Background: an optimization exercise with open tools, aiming at small area. Do not read the settings as production practice. Only simulation tests tie the RTL to the original design; equivalence was not proved. Power is estimated from default activity; no workload was simulated.

Setup of run D:
==> flow/design.v <==
package spi_sram_responder_pkg;
  localparam logic [7:0] CMD_READ  = 8'h03;
  localparam logic [7:0] CMD_WRITE = 8'h02;
  localparam logic [7:0] CMD_RDSR  = 8'h05;
  localparam logic [7:0] STATUS_VALUE_DEF = 8'h40;
  localparam logic [1:0] PH_CMD   = 2'd0;
  localparam logic [1:0] PH_ADDRH = 2'd1;
  localparam logic [1:0] PH_ADDRL = 2'd2;
  localparam logic [1:0] PH_DATA  = 2'd3;
endpackage
module spi_sync_edge #(
  parameter logic RESET_VAL = 1'b0,
  parameter bit   USE_RESET = 1'b0
) (
  input  logic clk,
  input  logic reset,
  input  logic async_in,
  output logic level
);
  logic meta;
  logic sync;
  always_ff @(posedge clk) begin
    if (USE_RESET && reset) begin
      meta <= RESET_VAL;
      sync <= RESET_VAL;
    end else begin
      meta <= async_in;
      sync <= meta;
    end
  end
  assign level = sync;
endmodule
module spi_mux_tree #(
  parameter int SEL_W = 2
) (
  input  logic [2**SEL_W-1:0] in,
  input  logic [SEL_W-1:0]    sel,
  output logic                out
);
  if (SEL_W == 1) begin : g_m2
    assign out = sel[0] ? in[1] : in[0];
  end else if (SEL_W == 2) begin : g_m4
    assign out = in[sel];
  end else begin : g_tree
    logic [2**(SEL_W-2)-1:0] lvl;
    for (genvar i = 0; i < 2**(SEL_W-2); i++) begin : g_leaf
      assign lvl[i] = in[4*i + sel[1:0]];
    end
    spi_mux_tree #(.SEL_W(SEL_W-2)) u_up (
      .in  (lvl),
      .sel (sel[SEL_W-1:2]),
      .out (out)
    );
  end
endmodule
module spi_sram_responder #(
  parameter int         DEPTH_LOG2   = 9,
  parameter logic [7:0] STATUS_VALUE = spi_sram_responder_pkg::STATUS_VALUE_DEF
) (
  input  logic                  clk,
  input  logic                  reset,
  input  logic                  sck,
  input  logic                  cs,
  input  logic                  mosi,
  output logic                  miso,
  output logic                  wr_strobe,
  output logic [DEPTH_LOG2-1:0] wr_addr,
  output logic [7:0]            wr_data
);
  localparam int WORDS = 2**DEPTH_LOG2;
  localparam int WP_LOG2 = 6;
  localparam int NWP     = WORDS >> WP_LOG2;
  localparam logic [2:0] RD_SWITCH = 3'd5;
  logic sck_s, sck_prev, cs_s, mosi_s;
  spi_sync_edge u_sck_sync (
    .clk      (clk),
    .reset    (reset),
    .async_in (sck),
    .level    (sck_s)
  );
  spi_sync_edge #(.RESET_VAL(1'b1), .USE_RESET(1'b1)) u_cs_sync (
    .clk      (clk),
    .reset    (reset),
    .async_in (cs),
    .level    (cs_s)
  );
  spi_sync_edge u_mosi_sync (
    .clk      (clk),
    .reset    (reset),
    .async_in (mosi),
    .level    (mosi_s)
  );
  always_ff @(posedge clk) sck_prev <= sck_s;
  logic                  rise;
  logic [1:0]            ph;
  logic [2:0]            cnt;
  logic                  md_wr, md_sr;
  logic [6:0]            rx;
  logic [7:0]            rx_next;
  logic [DEPTH_LOG2-1:0] addr;
  logic [DEPTH_LOG2-1:0] addr_p1;
  logic [DEPTH_LOG2-1:0] addr_rev;
  logic [7:0]            wdat;
  logic                  wpend;
  logic [DEPTH_LOG2-1:0] t;
  logic [DEPTH_LOG2-1:0] d;
  logic                  wr_hit;
  logic                  commit;
  assign rise    = sck_s & ~sck_prev & ~cs_s;
  assign rx_next = {rx, mosi_s};
  assign addr_p1 = addr + 1'b1;
  for (genvar i = 0; i < DEPTH_LOG2; i++) begin : g_rev
    assign addr_rev[i] = addr[DEPTH_LOG2-1-i];
  end
  assign d       = addr_rev + t;
  assign wr_hit  = wpend && (d[WP_LOG2-1:0] == '0);
  assign commit  = rise && ph == spi_sram_responder_pkg::PH_DATA && md_wr && cnt == 3'd7;
  always_ff @(posedge clk) t <= t + 1'b1;
  always_ff @(posedge clk) begin
    if (rise) rx <= rx_next[6:0];
    if (cs_s) begin
      ph  <= spi_sram_responder_pkg::PH_CMD;
      cnt <= 3'd0;
    end else if (rise) begin
      cnt <= cnt + 3'd1;
      if (cnt == 3'd7 && ph != spi_sram_responder_pkg::PH_DATA) ph <= ph + 2'd1;
      if (ph == spi_sram_responder_pkg::PH_CMD && cnt == 3'd7) begin
        md_wr <= (rx_next == spi_sram_responder_pkg::CMD_WRITE);
        md_sr <= (rx_next == spi_sram_responder_pkg::CMD_RDSR);
        if (rx_next == spi_sram_responder_pkg::CMD_RDSR) ph <= spi_sram_responder_pkg::PH_DATA;
      end
    end
  end
  logic addr_inc;
  assign addr_inc = wr_hit ||
                    (rise && ph == spi_sram_responder_pkg::PH_DATA && !md_wr && cnt == RD_SWITCH - 3'd1);
  always_ff @(posedge clk) begin
    for (int i = 0; i < DEPTH_LOG2; i++) begin
      if (rise && ((i == DEPTH_LOG2 - 1) ? (ph == spi_sram_responder_pkg::PH_ADDRH && cnt == 3'd7)
                                        : (ph == spi_sram_responder_pkg::PH_ADDRL && cnt == 3'(7 - i))))
        addr[i] <= mosi_s;
      else if (addr_inc)
        addr[i] <= addr_p1[i];
    end
  end
  always_ff @(posedge clk) begin
    if (commit) wpend <= 1'b1;
    else if (wr_hit) wpend <= 1'b0;
    if (commit) wdat <= rx_next;
  end
  always_ff @(posedge clk) begin
    if (reset) wr_strobe <= 1'b0;
    else       wr_strobe <= commit;
  end
  assign wr_addr = addr;
  assign wr_data = wdat;
  logic [3:0] cand7;
  logic [1:0] rot7;
  logic [1:0] cand6;
  logic       rot6;
  logic [5:0] h;
  logic [7:0] want;
  for (genvar k = 0; k < 8; k++) begin : g_plane
    logic [WORDS-1:0] r;
    logic [WORDS-1:0] r_nxt;
    always_comb begin
      r_nxt = {r[WORDS-2:0], r[WORDS-1]};
      for (int j = 0; j < NWP; j++)
        if (wr_hit && d[DEPTH_LOG2-1:WP_LOG2] == j) r_nxt[j*(1<<WP_LOG2)+1] = wdat[k];
    end
    always_ff @(posedge clk) r <= r_nxt;
    localparam logic [2:0] C = 3'(7 - k);
    assign want[k] = (cnt < RD_SWITCH) ? (C >= cnt) : (C < cnt);
    if (k == 7) begin : g_quarters
      for (genvar q = 0; q < 4; q++) begin : g_q
        logic [7:0] taps;
        logic       tap;
        for (genvar i = 0; i < 8; i++) begin : g_tap
          assign taps[i] = r[q*128 + i*16];
        end
        spi_mux_tree #(.SEL_W(3)) u_tap_mux (.in(taps), .sel(d[6:4]), .out(tap));
        always_ff @(posedge clk) if (want[k] && d[3:0] == '0) cand7[q] <= tap;
      end
      always_ff @(posedge clk)
        if (want[k] && d[3:0] == '0) rot7 <= d[8:7] - {addr[0], addr[1]};
    end else if (k == 6) begin : g_halves
      for (genvar q = 0; q < 2; q++) begin : g_q
        logic [15:0] taps;
        logic        tap;
        for (genvar i = 0; i < 16; i++) begin : g_tap
          assign taps[i] = r[q*256 + i*16];
        end
        spi_mux_tree #(.SEL_W(4)) u_tap_mux (.in(taps), .sel(d[7:4]), .out(tap));
        always_ff @(posedge clk) if (want[k] && d[3:0] == '0) cand6[q] <= tap;
      end
      always_ff @(posedge clk)
        if (want[k] && d[3:0] == '0) rot6 <= d[8] ^ addr[0];
    end else begin : g_single
      localparam int SL = (k >= 4) ? 4 : 5;
      localparam int NT = WORDS >> SL;
      logic [NT-1:0] taps;
      logic          tap;
      for (genvar i = 0; i < NT; i++) begin : g_tap
        assign taps[i] = r[i << SL];
      end
      spi_mux_tree #(.SEL_W(DEPTH_LOG2 - SL)) u_tap_mux (
        .in  (taps),
        .sel (d[DEPTH_LOG2-1:SL]),
        .out (tap)
      );
      always_ff @(posedge clk) if (want[k] && d[SL-1:0] == '0) h[k] <= tap;
    end
  end
  logic [1:0] sel7;
  logic [7:0] byte_out;
  assign sel7     = rot7 + {addr[0], addr[1]};
  assign byte_out = {cand7[sel7], cand6[rot6 ^ addr[0]], h};
  assign miso = md_sr ? STATUS_VALUE[~cnt] : byte_out[~cnt];
endmodule
Settings: LEC_CHECK=0, CAP_MARGIN=20, CORE_MARGIN=2, CORE_UTILIZATION=60, CTS_BUF_LIST=sky130_fd_sc_hd__clkbuf_16, CTS_CLUSTER_DIAMETER=70, CTS_CLUSTER_SIZE=36, PLACE_DENSITY=0.7, SLEW_MARGIN=20, SYNTH_MEMORY_MAX_BITS=8192; clock period 10.0 ns.
run.sh (not shown) runs the stock make flow with config.mk's settings and CLKGATE_MAP_FILE= SYNTH_SCRIPT=/design/flow/synth_recipe.tcl, a recipe that flattens the netlist after the stock synthesis.
diff inputs: run D => run C
-- flow/design.v --
<<< run D, line 95
  logic [1:0]            ph;
  logic [2:0]            cnt;
  logic                  md_wr, md_sr;
  logic [6:0]            rx;
  logic [7:0]            rx_next;
>>> run C, line 95
  logic [1:0]            ph;
  logic [2:0]            cnt;
  logic                  md_rd, md_wr, md_sr;
  logic [6:0]            rx;
  logic [7:0]            rx_next;
<<< run D, line 126
      if (cnt == 3'd7 && ph != spi_sram_responder_pkg::PH_DATA) ph <= ph + 2'd1;
      if (ph == spi_sram_responder_pkg::PH_CMD && cnt == 3'd7) begin
        md_wr <= (rx_next == spi_sram_responder_pkg::CMD_WRITE);
        md_sr <= (rx_next == spi_sram_responder_pkg::CMD_RDSR);
>>> run C, line 126
      if (cnt == 3'd7 && ph != spi_sram_responder_pkg::PH_DATA) ph <= ph + 2'd1;
      if (ph == spi_sram_responder_pkg::PH_CMD && cnt == 3'd7) begin
        md_rd <= (rx_next == spi_sram_responder_pkg::CMD_READ);
        md_wr <= (rx_next == spi_sram_responder_pkg::CMD_WRITE);
        md_sr <= (rx_next == spi_sram_responder_pkg::CMD_RDSR);
<<< run D, line 134
  logic addr_inc;
  assign addr_inc = wr_hit ||
                    (rise && ph == spi_sram_responder_pkg::PH_DATA && !md_wr && cnt == RD_SWITCH - 3'd1);
  always_ff @(posedge clk) begin
    for (int i = 0; i < DEPTH_LOG2; i++) begin
>>> run C, line 135
  logic addr_inc;
  assign addr_inc = wr_hit ||
                    (rise && ph == spi_sram_responder_pkg::PH_DATA && md_rd && cnt == RD_SWITCH - 3'd1);
  always_ff @(posedge clk) begin
    for (int i = 0; i < DEPTH_LOG2; i++) begin
### Flow results
Run D → run C: peak fanout along the critical path moved down, critical path depth higher, multi-input gate area in the final layout shrank by 770 sq um, filler-free cell count of the finished design went down, placed cell count now sits lower. Sort run D and run C by net count after synthesis, descending, and run D comes first. Higher non-clock buffer count was reported by run D, not run C. Of the two candidates, run D has the worse HPWL after detailed placement and run C the better one. Taking run D as the reference point, the detailed-route wire length per cell of run C rises by 0.27 microns. The higher number of cells on the worst reg-to-reg path of run D and run C is in run C. Sequential share of power essentially unchanged between run D and run C. Share of the clock period used by the worst path, run D and run C: larger value in run D.

## what the ideal ports hide
How much do the figures lean on ideal ports? The routed layouts below were timed once more, with nothing changed but the port constraints. Step 1 assumes that a clkbuf_16 drives the clock port and a buf_2 every other input. Step 2 moves the port delays by t, midway between the first and last clock arrival at a register: inputs arrive t later, outputs are due t later. That takes back most of the time a late clock gives input paths. Three values: ideal ports, drivers, drivers and shift; two values: the first two.
run | shift t [ns] | setup slack, ns | slew at the worst register clock pin (ns)
run D | 0.870 | 3.964 / 3.884 / 4.754 | 0.12 / 0.12
run C | 0.847 | 4.419 / 4.350 / 5.197 | 0.12 / 0.12
After both steps every run listed still meets setup and hold.
